What follows belongs to an exercise in optimizing a design on an open flow for small area and few clock cycles per item; a production flow would make more cautious choices. Only simulation tests tie the RTL to the original design; equivalence was not proved. Power and IR drop assume default switching activity.

==> flow/design.v <==
`timescale 1ns/1ps
module dep_layer_top (
  input  logic         i_clk,
  input  logic         i_rst_n,
  input  logic         i_rule_wren,
  input  logic [31:0]  i_rule_addr,
  input  logic [31:0]  i_rule_wdata,
  input  logic         i_valid,
  output logic         o_ready,
  input  logic [207:0] i_beat,
  output logic         o_valid,
  input  logic         i_ready,
  output logic [207:0] o_beat
);
  localparam int RULE_NUM = 8;
  logic [RULE_NUM-1:0] rule_valid;
  logic [15:0]         rule_a0  [RULE_NUM];
  logic [15:0]         rule_a1  [RULE_NUM];
  logic [13:0]         rule_act [RULE_NUM];
  logic [2:0] wr_idx;
  logic       wr_act;
  assign wr_act = i_rule_addr[0];
  logic [13:0] act_enc;
  always_comb begin
    act_enc[13:11] = i_rule_wdata[30:28];
    act_enc[10]    = i_rule_wdata[27] || i_rule_wdata[21];
    act_enc[9:5]   = i_rule_wdata[27] ? i_rule_wdata[26:22] : i_rule_wdata[20:16];
    act_enc[4:0]   = i_rule_wdata[21] ? i_rule_wdata[20:16] : i_rule_wdata[26:22];
  end
  assign wr_idx = i_rule_addr[3:1];
  always_ff @(posedge i_clk) begin
    if (!i_rst_n) begin
      rule_valid <= '0;
    end else if (i_rule_wren && wr_act) begin
      rule_valid[wr_idx] <= i_rule_wdata[31];
    end
  end
  always_ff @(posedge i_clk) begin
    if (i_rule_wren) begin
      if (wr_act) begin
        rule_act[wr_idx] <= act_enc;
      end else begin
        rule_a0[wr_idx] <= ~(i_rule_wdata[15:0] &  i_rule_wdata[31:16]);
        rule_a1[wr_idx] <= ~(i_rule_wdata[15:0] & ~i_rule_wdata[31:16]);
      end
    end
  end
  logic [2:0]          type_off;
  logic [15:0]         in_head [8];
  logic [15:0]         head [8];
  logic [15:0]         meta [4];
  logic [15:0]         type_field;
  logic [RULE_NUM-1:0] rule_match;
  logic [13:0]         hit_act;
  logic [13:0]         act;
  logic [207:0]        beat_q;
  assign type_off = i_beat[199:197];
  always_comb begin
    for (int k = 0; k < 8; k++) in_head[k] = i_beat[196 - 16*k -: 16];
    for (int k = 0; k < 8; k++) head[k] = beat_q[196 - 16*k -: 16];
    for (int k = 0; k < 4; k++) meta[k] = beat_q[68 - 16*k -: 16];
  end
  always_comb begin
    type_field = '0;
    for (int k = 0; k < 8; k++) begin
      if (type_off == 3'(k)) type_field = type_field | in_head[k];
    end
  end
  always_comb begin
    for (int i = 0; i < RULE_NUM; i++) begin
      rule_match[i] = rule_valid[i] &&
        (&((type_field & rule_a1[i]) | (~type_field & rule_a0[i])));
    end
  end
  always_comb begin
    logic [RULE_NUM-1:0] first;
    logic                seen;
    seen = 1'b0;
    for (int i = 0; i < RULE_NUM; i++) begin
      first[i] = rule_match[i] && !seen;
      seen     = seen || rule_match[i];
    end
    hit_act = '0;
    for (int i = 0; i < RULE_NUM; i++) begin
      hit_act = hit_act | ({14{first[i]}} & rule_act[i]);
    end
  end
  logic [2:0]  sh;
  logic        en1, en0;
  logic [2:0]  dst1, dst0;
  logic [15:0] m1, m0;
  logic [15:0] slot [8];
  assign sh   = act[13:11];
  assign en1  = act[10];
  assign dst1 = act[9:7];
  assign m1   = meta[act[6:5]];
  assign en0  = act[10];
  assign dst0 = act[4:2];
  assign m0   = meta[act[1:0]];
  logic [15:0] sh1 [8];
  logic [15:0] sh2 [8];
  logic [15:0] sh4 [8];
  always_comb begin
    for (int s = 0; s < 8; s++) begin
      sh1[s] = (sh[0] && s < 7) ? head[(s + 1) % 8] : head[s];
    end
    for (int s = 0; s < 8; s++) begin
      sh2[s] = (sh[1] && s < 6) ? sh1[(s + 2) % 8] : sh1[s];
    end
    for (int s = 0; s < 8; s++) begin
      sh4[s] = (sh[2] && s < 4) ? sh2[(s + 4) % 8] : sh2[s];
    end
  end
  always_comb begin
    for (int s = 0; s < 8; s++) begin
      logic r1, r0, keep;
      r1   = en1 && ({1'b0, dst1} == 4'(s) + {1'b0, sh});
      r0   = en0 && ({1'b0, dst0} == 4'(s) + {1'b0, sh}) && !r1;
      keep = !r1 && !r0 && (4'(s) + {1'b0, sh} < 4'd8);
      slot[s] = ({16{r1}} & m1) | ({16{r0}} & m0) | ({16{keep}} & sh4[s]);
    end
  end
  logic load;
  assign o_ready = !o_valid || i_ready;
  assign load    = i_valid && o_ready;
  always_ff @(posedge i_clk) begin
    if (!i_rst_n) begin
      o_valid <= 1'b0;
    end else if (o_ready) begin
      o_valid <= i_valid;
    end
  end
  always_ff @(posedge i_clk) begin
    if (load) begin
      beat_q <= i_beat;
      act    <= hit_act;
    end
  end
  always_comb begin
    o_beat = beat_q;
    for (int s = 0; s < 8; s++) o_beat[196 - 16*s -: 16] = slot[s];
  end
endmodule
Settings: LEC_CHECK=0, CAP_MARGIN=20, CORE_MARGIN=2, CORE_UTILIZATION=60, PLACE_DENSITY=0.8, SLEW_MARGIN=20; clock period 10.0 ns.
standard.sh (not shown) runs the stock make flow with config.mk's settings and CLKGATE_MAP_FILE= SYNTH_SCRIPT=/design/flow/synth_recipe.tcl, a recipe that flattens the netlist after the stock synthesis.
==> flow/flow/run.sh <==
#!/bin/bash
# The standard layout (standard.sh) with these changes:
#  - synthesis maps the logic with an area-oriented ABC script (flow/abc.script)
#    in place of ORFS's speed script, without the full-adder extraction and
#    without buffers on pass-through wires; the rest of synthesis is unchanged
#  - port buffers use the smallest buffer cell
#  - CTS uses larger sink clusters, a clkbuf_16 root and no dummy loads
# Each tool's output goes to a log in this folder and to ORFS's own logs.
set -euo pipefail
rm -rf myscripts
cp -r "$FLOW_HOME/scripts" myscripts
cp flow/abc.script myscripts/abc_speed.script
export ADDER_MAP_FILE=
export SYNTH_INSBUF=0
SCRIPTS_DIR="$PWD/myscripts" bash standard.sh synth > synth_stage.log 2>&1
export BUFFER_PORTS_ARGS="-buffer_cell sky130_fd_sc_hd__buf_1"
export CTS_ARGS="-sink_clustering_enable -repair_clock_nets -dont_use_dummy_load -sink_clustering_size 25 -sink_clustering_max_diameter 80 -buf_list {sky130_fd_sc_hd__clkbuf_8 sky130_fd_sc_hd__clkbuf_16} -root_buf sky130_fd_sc_hd__clkbuf_16"
bash standard.sh > standard.log 2>&1
==> flow/flow/abc.script <==
strash
dch -f
amap -F 50 -A 30
topo
The starting point ran to the end with no violations.
Testbench counts at the start, summed over its fixed seeds: cycles 4,808, items 4,800.
Change:
--- a/flow/config.mk
+++ b/flow/config.mk
@@ -8,5 +8,4 @@
 export CAP_MARGIN = 20
 export CORE_MARGIN = 2
-export CORE_UTILIZATION = 60
-export PLACE_DENSITY = 0.8
+export CORE_UTILIZATION = 40
 export SLEW_MARGIN = 20
The changed run completed with no timing, DRC or antenna violations.
Die area increases by well over a third.
Power went up by a few percent.
Fmax falls by a few percent.
Area after synthesis is unchanged.
Sequential share of layout area shrinks by 1.2 points.
Via count came out lower by a few percent.
Global-route usage went down by 11 points.
Non-clock buffer count is higher by 2.
Routed wire length rose by roughly a tenth.
Synthesized cell count is unchanged.
Change:
--- a/flow/config.mk
+++ b/flow/config.mk
@@ -8,4 +8,5 @@
 export CAP_MARGIN = 20
 export CORE_MARGIN = 2
-export CORE_UTILIZATION = 40
+export CORE_UTILIZATION = 70
+export PLACE_DENSITY = 0.9
 export SLEW_MARGIN = 20
Global-route usage is higher by 23 points.
Non-clock buffer count went down by 4.
Clock skew drops by 19 ps.
Synthesized cell count stays the same.
Power fell by 3.3%.
Via count rose by about 10%.
Sequential power stays flat.

* * *

Another version of the RTL of dep_layer_top (not shown whole).
Size in the first run: roughly 2,100 cells after synthesis, about 590 flip-flops.
clock: 10.0 ns
lec_check: 0
cap_margin: 20
core_margin: 2
core_utilization: 40
slew_margin: 20
==> flow/flow/run.sh <==
#!/bin/bash
# The standard layout with three changes:
#  - synthesis maps the logic with an area-oriented ABC script (flow/abc.script)
#    in place of ORFS's speed script; everything else in synthesis is unchanged
#  - port buffers use the smallest buffer cell
#  - CTS uses small clock buffers and inserts no dummy loads
set -euo pipefail
rm -rf myscripts
cp -r "$FLOW_HOME/scripts" myscripts
cp flow/abc.script myscripts/abc_speed.script
SCRIPTS_DIR="$PWD/myscripts" bash standard.sh synth > synth_stage.log 2>&1
export BUFFER_PORTS_ARGS="-buffer_cell sky130_fd_sc_hd__buf_1"
export CTS_ARGS="-sink_clustering_enable -repair_clock_nets -dont_use_dummy_load -buf_list {sky130_fd_sc_hd__clkbuf_4 sky130_fd_sc_hd__clkbuf_8}"
bash standard.sh > standard.log 2>&1
==> flow/flow/abc.script <==
strash
dch -f
amap
topo
The first run produced a clean layout.
Testbench counts at the start, summed over its fixed seeds: cycles 4,808, items 4,800.
Edit:
==> flow/flow/abc.script (replaced) <==
strash
dch -f
map -a
topo
dnsize
After rerunning: The new run finished clean; first-iteration DRC count is lower by 18%; combinational power falls by about 0.9%; worst setup slack gets better by 220 ps; die area goes up by 7.3%.

* * *

Setup of lane 1:
Another version of the RTL of dep_layer_top (not shown whole).
Size in the first run: ~1900 cells after synthesis, ~590 flip-flops, about 490 I/O pins.
export LEC_CHECK = 0
export CAP_MARGIN = 20
export CORE_MARGIN = 2
export CORE_UTILIZATION = 60
export PLACE_DENSITY = 0.8
export SLEW_MARGIN = 20
create_clock -name core_clock -period 10.0 [get_ports {i_clk}]
==> flow/flow/run.sh <==
#!/bin/bash
# The standard layout (standard.sh) with these changes:
#  - synthesis maps the logic with an area-oriented ABC script (flow/abc.script)
#    in place of ORFS's speed script, without the full-adder extraction and
#    without buffers on pass-through wires; the rest of synthesis is unchanged
#  - port buffers use the smallest buffer cell
#  - CTS uses larger sink clusters, a clkbuf_16 root and no dummy loads
# Each tool's output goes to a log in this folder and to ORFS's own logs.
set -euo pipefail
rm -rf myscripts
cp -r "$FLOW_HOME/scripts" myscripts
cp flow/abc.script myscripts/abc_speed.script
export ADDER_MAP_FILE=
export SYNTH_INSBUF=0
SCRIPTS_DIR="$PWD/myscripts" bash standard.sh synth > synth_stage.log 2>&1
export BUFFER_PORTS_ARGS="-buffer_cell sky130_fd_sc_hd__buf_1"
export CTS_ARGS="-sink_clustering_enable -repair_clock_nets -dont_use_dummy_load -sink_clustering_size 25 -sink_clustering_max_diameter 80 -buf_list {sky130_fd_sc_hd__clkbuf_8 sky130_fd_sc_hd__clkbuf_16} -root_buf sky130_fd_sc_hd__clkbuf_16"
bash standard.sh > standard.log 2>&1
==> flow/flow/abc.script <==
strash
rewrite
refactor
dch -f
amap -F 50 -A 30
topo
Lane 1: PASS, flow complete, no timing, DRC or antenna violations
Testbench counts of lane 1, summed over its fixed seeds: cycles 4,808, items 4,800.
Changes in lane 2 relative to lane 1:
==> flow/flow/abc.script <==
strash
dch -f
amap -F 50 -A 30
topo
- Lane 2 completed; timing, DRC and antenna clean
- Comparing clock tree buffer count of the final layout for lane 2 and lane 1, the smaller number came from lane 2.
- Per the comparison of lane 2 with lane 1, met3 wire length -4.3%; total power fell about 0.9%; overall routing resource usage now sits lower.

==> separate check: timing with driven ports <==
Ports are ideal in the flow. The routed layouts listed here were re-timed in OpenROAD.
Step 1, drivers: a clkbuf_16 drives i_clk and a buf_2 each remaining input, both assumed.
Step 2 adds t to the input delays and takes it off the output delays; t is the mean of the earliest and latest rising clock arrival at the registers after step 1. Input paths then give back, and output paths get back, about the clock's delay inside the block.
Three values: ideal, step 1, step 2; two values: the first two.
| run | shift t [ns] | slack for setup (ns) | slew at the worst register clock pin (ns) | worst data-port slew with drivers (ns) |
|---|---|---|---|---|
| the first run of note 1 | 0.662 | 2.444 / 2.387 / 1.877 | 0.10 / 0.10 | 0.16 |
| the second run of note 1 | 0.612 | 2.243 / 2.185 / 2.329 | 0.10 / 0.10 | 0.14 |
| the third run of note 1 | 0.655 | 1.742 / 1.771 / 1.116 | 0.11 / 0.11 | 0.15 |
| the first run of note 2 | 0.742 | 0.499 / 0.531 / -0.210 | 0.06 / 0.06 | 0.15 |
| the second run of note 2 | 0.754 | 0.715 / 0.748 / -0.005 | 0.06 / 0.06 | 0.12 |
| lane 1 | 0.659 | 0.967 / 0.991 / 0.332 | 0.11 / 0.11 | 0.15 |
| lane 2 | 0.643 | 0.481 / 0.503 / -0.140 | 0.11 / 0.11 | 0.12 |
With both steps, setup timing fails in the first run of note 2, the second run of note 2 and lane 2, where it was met with ideal ports. The setup slack of the second run of note 2, which loses most, moves by +0.033 ns with the drivers and by -0.720 ns with both steps.
